Background: an optimization exercise with open tools, aiming at small area. Do not read the settings as production practice. In this exercise RTL edits were held to simulation tests only and were not proved equivalent to the original.

Design cctv_motion_top, start of the top module:
module cctv_motion_top (
    input  wire                     pclk,
    input  wire                     rst_n,
    input  wire                     href,
    input  wire                     vref,
    input  wire cctv_pkg::cam_byte_t   ov7670_data,
    input  wire cctv_pkg::pix_thresh_t pixel_threshold,
    input  wire cctv_pkg::det_thresh_t detection_threshold,
    output logic                    motion_detected,
    output logic [15:0]             motion_detected_led,
    output cctv_pkg::diff_count_t   diff_pixel_cnt,
    output logic                    motion_update
);
    logic           pix_valid;
    cctv_pkg::rgb_t pix_rgb;
    logic           frame_end;
    logic           diff_hit;
    logic           frame_done;
    camera_capture u_capture (
        .pclk        (pclk),
        .rst_n       (rst_n),
        .href        (href),
        .vref        (vref),
        .ov7670_data (ov7670_data),
        .pix_valid   (pix_valid),
        .pix_rgb     (pix_rgb),
        .frame_end   (frame_end)
    );
    motion_differ u_differ (
        .pclk            (pclk),
        .rst_n           (rst_n),
        .pix_valid       (pix_valid),
        .pix_rgb         (pix_rgb),
        .frame_end       (frame_end),
        .pixel_threshold (pixel_threshold),
        .diff_hit        (diff_hit),
        .frame_done      (frame_done)
    );
    motion_counter u_counter (
        .pclk                (pclk),
        .rst_n               (rst_n),
        .diff_hit            (diff_hit),
        .frame_done          (frame_done),
        .detection_threshold (detection_threshold),
        .motion_detected     (motion_detected),
        .motion_detected_led (motion_detected_led),
        .diff_pixel_cnt      (diff_pixel_cnt),
        .motion_update       (motion_update)
    );
endmodule
For scale: about 1200 cells after synthesis, about 50 I/O pins, ~0.020 sq mm of cells after synthesis.
==> module motion_differ, before the edit <==
module motion_differ (
    input  wire                     pclk,
    input  wire                     rst_n,
    input  wire                     pix_valid,
    input  wire cctv_pkg::rgb_t     pix_rgb,
    input  wire                     frame_end,
    input  wire cctv_pkg::pix_thresh_t pixel_threshold,
    output logic                    diff_hit,     
    output logic                    frame_done
);
    localparam int ring_len = 8;
    localparam int n_rings  = cctv_pkg::frame_pixels / ring_len;
    localparam int ph_w     = $clog2(ring_len);
    localparam int q_len    = ring_len / 2;
    localparam int q_w      = $clog2(q_len + 1);
    cctv_pkg::gray_t     chain [cctv_pkg::frame_pixels];  
    cctv_pkg::gray_t     queue [1:q_len];                 
    logic [ph_w-1:0]     phase;       
    logic [q_w-1:0]      pending;     
    cctv_pkg::gray_sum_t gray_sum;
    cctv_pkg::gray_t     cur_gray;
    cctv_pkg::gray_t     prev_gray;
    logic                changed;
    cctv_pkg::gray_t     shift_in;
    logic [ph_w-1:0]     prev_slot;
    logic                shift;
    logic                primed;      
    logic [6:0] rb; assign rb = {1'b0,pix_rgb[11:8],2'b0} + {3'b0,pix_rgb[3:0],1'b0} + {3'b0,pix_rgb[11:8]};
    assign gray_sum = {1'b0,rb} + {1'b0,pix_rgb[7:4],3'b0} + {4'b0,pix_rgb[7:4]};
    assign cur_gray = gray_sum[7:4];
    assign prev_slot = ph_w'(ring_len - 1) - ph_w'(pending) + phase;
    assign prev_gray = chain[cctv_pkg::frame_pixels - ring_len + int'(prev_slot)];
    logic [4:0] dd, ts, us; assign dd = {1'b0,cur_gray} - {1'b0,prev_gray};
    assign ts = {1'b0,pixel_threshold} + dd; assign us = dd - {1'b0,pixel_threshold} - 5'd1;
    assign changed = dd[4] ? ts[4] : ~us[4];
    assign shift    = (phase == '0) & (pix_valid | (pending != '0));
    assign shift_in = (pending == '0) ? cur_gray : queue[pending];
    always_ff @(posedge pclk) begin
        for (int m = 0; m < n_rings; m++) begin
            if (m == 0)
                chain[0] <= shift ? shift_in : chain[ring_len-1];
            else
                chain[m*ring_len] <= shift ? chain[m*ring_len-1]
                                           : chain[m*ring_len+ring_len-1];
            for (int j = 1; j < ring_len; j++)
                chain[m*ring_len+j] <= chain[m*ring_len+j-1];
        end
        if (pix_valid) begin
            queue[1] <= cur_gray;
            for (int k = 2; k <= q_len; k++)
                queue[k] <= queue[k-1];
        end
    end
    always_ff @(posedge pclk or negedge rst_n) begin
        if (!rst_n) begin
            phase      <= '0;
            pending    <= '0;
            diff_hit   <= 1'b0;
            frame_done <= 1'b0;
            primed     <= 1'b0;
        end else begin
            if (!shift)
                phase <= phase + ph_w'(1);
            pending    <= pending + q_w'(pix_valid) - q_w'(shift);
            frame_done <= frame_end;
            if (frame_end) primed <= 1'b1;
            diff_hit <= pix_valid & primed & changed;
        end
    end
endmodule
clock: 7.0 ns
lec_check: 0
cap_margin: 20
core_margin: 2
core_utilization: 65
cts_cluster_diameter: 100
cts_cluster_size: 32
place_density: 0.75
slew_margin: 20
standard.sh (not shown) runs the stock make flow with config.mk's settings and CLKGATE_MAP_FILE= SYNTH_SCRIPT=/design/flow/synth_recipe.tcl, a recipe that flattens the netlist after the stock synthesis.
==> flow/flow/run.sh <==
#!/bin/bash
# The standard layout, with the port buffers made from the smallest buffer
# and the clock tree built without dummy loads.
set -euo pipefail
bash standard.sh \
  "BUFFER_PORTS_ARGS=-buffer_cell sky130_fd_sc_hd__buf_1" \
  "CTS_ARGS=-sink_clustering_enable -repair_clock_nets -buf_list sky130_fd_sc_hd__clkbuf_8 -sink_clustering_size 18 -sink_clustering_max_diameter 80 -dont_use_dummy_load" \
  finish > make_finish.log 2>&1
Edit:
--- a/flow/design.v
+++ b/flow/design.v
@@ -84,14 +84,14 @@
     logic [ph_w-1:0]     prev_slot;
     logic                shift;
     logic                primed;      
-    logic [6:0] rb; assign rb = {1'b0,pix_rgb[11:8],2'b0} + {3'b0,pix_rgb[3:0],1'b0} + {3'b0,pix_rgb[11:8]};
-    assign gray_sum = {1'b0,rb} + {1'b0,pix_rgb[7:4],3'b0} + {4'b0,pix_rgb[7:4]};
+    assign gray_sum = {2'b0, pix_rgb[11:8], 2'b0} + {4'b0, pix_rgb[11:8]}
+                    + {1'b0, pix_rgb[7:4], 3'b0} + {4'b0, pix_rgb[7:4]}
+                    + {3'b0, pix_rgb[3:0], 1'b0};
     assign cur_gray = gray_sum[7:4];
     assign prev_slot = ph_w'(ring_len - 1) - ph_w'(pending) + phase;
     assign prev_gray = chain[cctv_pkg::frame_pixels - ring_len + int'(prev_slot)];
-    logic [4:0] dd, ts, us; assign dd = {1'b0,cur_gray} - {1'b0,prev_gray};
-    assign ts = {1'b0,pixel_threshold} + dd; assign us = dd - {1'b0,pixel_threshold} - 5'd1;
-    assign changed = dd[4] ? ts[4] : ~us[4];
+    assign changed = ({1'b0, cur_gray}  > {1'b0, prev_gray} + {1'b0, pixel_threshold}) |
+                     ({1'b0, prev_gray} > {1'b0, cur_gray}  + {1'b0, pixel_threshold});
     assign shift    = (phase == '0) & (pix_valid | (pending != '0));
     assign shift_in = (pending == '0) ? cur_gray : queue[pending];
     always_ff @(posedge pclk) begin
The new run completed without violations; hold slack improved by 0.018 ns; cell count climbs slightly; area after synthesis climbs slightly; die area climbs slightly; setup slack improved by 0.41 ns.

[separate check: timing with driven ports]
No port has a modelled driver above. Below, the same layouts with a new extraction and two added sets of constraints.
Step 1 assumes that a clkbuf_16 drives the clock port and a buf_2 every other input.
Step 2 times the ports against the registers' clock, not the clock port: input delays grow and output delays shrink by t, the midpoint of the rising clock arrivals with the driver on.
Three values: ideal ports, drivers, drivers and shift; two values: the first two.
run	t (ns)	setup WS [ns]	worst data-port slew with drivers (ns)	cell pins on the clock port's net
the first run	0.622	1.855 / 1.875 / 1.253	0.04	1
the second run	0.621	2.266 / 2.266 / 1.722	0.04	1
After both steps every run listed still meets setup and hold. For the first run, which loses most, drivers alone change the setup slack by +0.020 ns; drivers and shift together by -0.602 ns.
